Background: an optimization exercise with open tools, aiming at small area, a short achievable clock period and few clock cycles per item. Do not read the settings as production practice. No activity file was given, so power comes from the tool's default toggle rates.

==> flow/design.v <==
`timescale 1ns/1ps
`default_nettype none
module env_step_top (
    input  wire         i_clk,
    input  wire         i_rstn,
    input  wire  [31:0] i_mem_rdata,
    output logic [5:0]  o_mem_addr,
    output logic [31:0] o_mem_wdata,
    output logic        o_mem_we
);
    localparam logic [5:0] ACT_ADDR  = 6'd16;
    localparam logic [5:0] FLAG_ADDR = 6'd17;
    localparam logic [5:0] OBS_ADDR  = 6'd18;
    localparam logic [5:0] RWD_ADDR  = 6'd34;
    localparam logic [5:0] DONE_ADDR = 6'd35;
    localparam logic [2:0] S_POLLF = 3'd0;  
    localparam logic [2:0] S_POLLA = 3'd1;  
    localparam logic [2:0] S_FIRST = 3'd2;  
    localparam logic [2:0] S_LOAD  = 3'd3;  
    localparam logic [2:0] S_WRITE = 3'd4;  
    localparam logic [2:0] S_RWD   = 3'd5;
    localparam logic [2:0] S_DONE  = 3'd6;
    localparam logic [2:0] S_CLEAR = 3'd7;
    logic [31:0] ring [16];
    logic [15:0] pv;       
    logic [31:0] w;        
    logic [15:0] ad;       
    logic [3:0]  ph;
    logic [2:0]  st;
    logic [3:0]  cnt;
    logic        loaded;   
    logic        ins;      
    logic [5:0]  addr_q;
    logic        we_q;
    assign o_mem_addr  = addr_q;
    assign o_mem_wdata = w;
    assign o_mem_we    = we_q;
    logic               act;
    logic [15:0]        vel_n;
    logic [15:0]        pos_n;
    logic signed [15:0] wpos;
    logic               wdone;
    logic [15:0]        ad_n;
    logic [31:0]        rwd_word;
    logic [15:0] oh;       
    logic [15:0] vel_p, vel_m, pos_p, pos_m;
    always_comb begin
        for (int i = 0; i < 16; i++) oh[i] = (ph == 4'(i));
    end
    assign act   = (st == S_FIRST) ? |(oh & i_mem_rdata[15:0]) : |(oh & ad);
    function automatic logic [15:0] inc16(input logic [15:0] x);
        logic c;
        c = 1'b1;
        for (int i = 0; i < 16; i++) begin
            inc16[i] = x[i] ^ c;
            c        = c & x[i];
        end
    endfunction
    function automatic logic [15:0] dec16(input logic [15:0] x);
        logic c;
        c = 1'b1;
        for (int i = 0; i < 16; i++) begin
            dec16[i] = x[i] ^ c;
            c        = c & ~x[i];
        end
    endfunction
    assign vel_p = inc16(ring[0][15:0]);
    assign vel_m = dec16(ring[0][15:0]);
    assign pos_p = inc16(pv);
    assign pos_m = dec16(pv);
    assign vel_n = act ? vel_p : vel_m;
    assign pos_n = act ? pos_p : pos_m;
    assign wpos  = w[31:16];
    assign wdone = (wpos > 16'sd1000) || (wpos < -16'sd1000);
    always_comb begin
        ad_n = ad;
        for (int i = 0; i < 16; i++) begin
            if (st == S_WRITE && oh[(i + 1) % 16]) ad_n[i] = wdone;  
        end
    end
    always_comb begin
        rwd_word = '0;
        for (int i = 0; i < 16; i++) rwd_word[2*i] = ~ad_n[i];
    end
    logic        w_step;
    logic [31:0] w_other;
    assign w_step = !((st == S_WRITE && cnt == 4'd15) || st == S_RWD || st == S_DONE);
    always_comb begin
        if (st == S_WRITE)    w_other = rwd_word;
        else if (st == S_RWD) w_other = {16'd0, ad};
        else                  w_other = '0;
    end
    always_ff @(posedge i_clk) begin
        for (int j = 0; j < 16; j++) ring[j] <= ring[(j + 1) % 16];
        if (ins) ring[1] <= i_mem_rdata;
        if (st == S_WRITE) ring[14] <= w;
        pv <= ring[1][31:16] + ring[1][15:0];
        if (st == S_FIRST || (st == S_LOAD && cnt == 4'd0)) ad <= i_mem_rdata[15:0];
        else ad <= ad_n;
        if (w_step) w <= {pos_n, vel_n};
        else        w <= w_other;
    end
    always_ff @(posedge i_clk or negedge i_rstn) begin
        if (!i_rstn) begin
            st     <= S_POLLF;
            ph     <= '0;
            cnt    <= '0;
            loaded <= 1'b0;
            ins    <= 1'b0;
            addr_q <= FLAG_ADDR;
            we_q   <= 1'b0;
        end else begin
            ph  <= ph + 4'd1;
            ins <= (st == S_LOAD);
            case (st)
                S_POLLF: begin
                    st     <= S_POLLA;
                    addr_q <= ACT_ADDR;
                end
                S_POLLA: begin
                    if (i_mem_rdata != '0) begin
                        if (i_mem_rdata == 32'd2 || !loaded) begin
                            st     <= S_LOAD;
                            cnt    <= '0;
                            addr_q <= {2'b00, ph + 4'd4};
                        end else begin
                            st <= S_FIRST;
                        end
                    end else begin
                        st     <= S_POLLF;
                        addr_q <= FLAG_ADDR;
                    end
                end
                S_FIRST: begin
                    st     <= S_WRITE;
                    cnt    <= '0;
                    addr_q <= OBS_ADDR + {2'b00, ph};
                    we_q   <= 1'b1;
                end
                S_LOAD: begin
                    cnt    <= cnt + 4'd1;
                    addr_q <= {2'b00, ph + 4'd4};
                    if (cnt == 4'd15) begin
                        st     <= S_WRITE;
                        loaded <= 1'b1;
                        addr_q <= OBS_ADDR + {2'b00, ph};
                        we_q   <= 1'b1;
                    end
                end
                S_WRITE: begin
                    cnt    <= cnt + 4'd1;
                    addr_q <= OBS_ADDR + {2'b00, ph};
                    if (cnt == 4'd15) begin
                        st     <= S_RWD;
                        addr_q <= RWD_ADDR;
                    end
                end
                S_RWD: begin
                    st     <= S_DONE;
                    addr_q <= DONE_ADDR;
                end
                S_DONE: begin
                    st     <= S_CLEAR;
                    addr_q <= FLAG_ADDR;
                end
                default: begin  
                    st     <= S_POLLF;
                    addr_q <= FLAG_ADDR;
                    we_q   <= 1'b0;
                end
            endcase
        end
    end
endmodule
`default_nettype wire
==> flow/config.mk <==
export PLATFORM = sky130hd
export DESIGN_NAME = env_step_top
export DESIGN_NICKNAME = env_step_top
export VERILOG_FILES = /design/flow/design.v
export SDC_FILE = /design/flow/constraint.sdc
export NUM_CORES = 4
export LEC_CHECK = 0
export ABC_CLOCK_PERIOD_IN_PS = 2000
export CAP_MARGIN = 20
export CORE_MARGIN = 2
export CORE_UTILIZATION = 40
export SETUP_SLACK_MARGIN = 2.4
export SLEW_MARGIN = 20
==> flow/constraint.sdc <==
create_clock -name core_clock -period 4.5 [get_ports {i_clk}]
set_input_delay 0.9000 -clock core_clock [delete_from_list [all_inputs] [get_ports {i_clk}]]
set_output_delay 0.9000 -clock core_clock [all_outputs]
set_load 0.01 [all_outputs]
run.sh (not shown) runs the stock make flow with config.mk's settings and CLKGATE_MAP_FILE= SYNTH_SCRIPT=/design/flow/synth_recipe.tcl, a recipe that flattens the netlist after the stock synthesis.
Change:
--- a/flow/design.v
+++ b/flow/design.v
@@ -37,49 +37,33 @@
     assign o_mem_we    = we_q;
     logic               act;
     logic [15:0]        vel_n;
     logic [15:0]        pos_n;
     logic signed [15:0] wpos;
     logic               wdone;
+    logic [3:0]         wenv;
     logic [15:0]        ad_n;
     logic [31:0]        rwd_word;
     logic [15:0] oh;       
     logic [15:0] vel_p, vel_m, pos_p, pos_m;
     always_comb begin
         for (int i = 0; i < 16; i++) oh[i] = (ph == 4'(i));
     end
     assign act   = (st == S_FIRST) ? |(oh & i_mem_rdata[15:0]) : |(oh & ad);
-    function automatic logic [15:0] inc16(input logic [15:0] x);
-        logic c;
-        c = 1'b1;
-        for (int i = 0; i < 16; i++) begin
-            inc16[i] = x[i] ^ c;
-            c        = c & x[i];
-        end
-    endfunction
-    function automatic logic [15:0] dec16(input logic [15:0] x);
-        logic c;
-        c = 1'b1;
-        for (int i = 0; i < 16; i++) begin
-            dec16[i] = x[i] ^ c;
-            c        = c & ~x[i];
-        end
-    endfunction
-    assign vel_p = inc16(ring[0][15:0]);
-    assign vel_m = dec16(ring[0][15:0]);
-    assign pos_p = inc16(pv);
-    assign pos_m = dec16(pv);
+    assign vel_p = ring[0][15:0] + 16'd1;
+    assign vel_m = ring[0][15:0] - 16'd1;
+    assign pos_p = pv + 16'd1;
+    assign pos_m = pv - 16'd1;
     assign vel_n = act ? vel_p : vel_m;
     assign pos_n = act ? pos_p : pos_m;
     assign wpos  = w[31:16];
     assign wdone = (wpos > 16'sd1000) || (wpos < -16'sd1000);
+    assign wenv  = ph - 4'd1;  
     always_comb begin
         ad_n = ad;
-        for (int i = 0; i < 16; i++) begin
-            if (st == S_WRITE && oh[(i + 1) % 16]) ad_n[i] = wdone;  
-        end
+        if (st == S_WRITE) ad_n[wenv] = wdone;
     end
     always_comb begin
         rwd_word = '0;
         for (int i = 0; i < 16; i++) rwd_word[2*i] = ~ad_n[i];
     end
     logic        w_step;
Effect: Routed wire length is higher by 6.7%; clock power is lower by about 2%; sequential power is higher by 8.2%; sequential cell count is unchanged; global-route usage is higher by 0.26 points; combinational power is higher by 120%; final area is higher by 6.5%; via count is higher by 5.7%; worst setup slack degrades by 1.0 ns; critical path depth is higher by 8; register-to-register slack degrades by 1.0 ns; cell count is higher by 4.4%; clock-buffer cell count is higher by 6; total power is higher by 18%.
Function was not checked in any run of this note: the RTL went through the layout flow alone.

[afterwards: timing with drivers on the ports]
No port has a modelled driver above. Below, the same layouts with a new extraction and two added sets of constraints.
Step 1 (the two cells are an assumption about what drives the block):
set clk [get_ports {i_clk}]
set_driving_cell -lib_cell sky130_fd_sc_hd__clkbuf_16 $clk
set_driving_cell -lib_cell sky130_fd_sc_hd__buf_2 [delete_from_list [all_inputs] $clk]
Step 2 adds t to the input delays and takes it off the output delays; t is the mean of the earliest and latest rising clock arrival at the registers after step 1. Input paths then give back, and output paths get back, about the clock's delay inside the block.
Slacks: no drivers / after step 1 / after step 2; pairs: no drivers / after step 1.
| run | shift t [ns] | setup WS [ns] | cell pins on the clock port's net |
|---|---|---|---|
| the first run | 0.648 | 1.795 / 1.795 / 1.253 | 1 |
| the second run | 0.657 | 0.748 / 0.748 / 0.158 | 1 |
After both steps setup and hold are still met in every run listed. For the second run, which loses most, drivers alone change the setup slack by 0.000 ns; drivers and shift together by -0.590 ns.
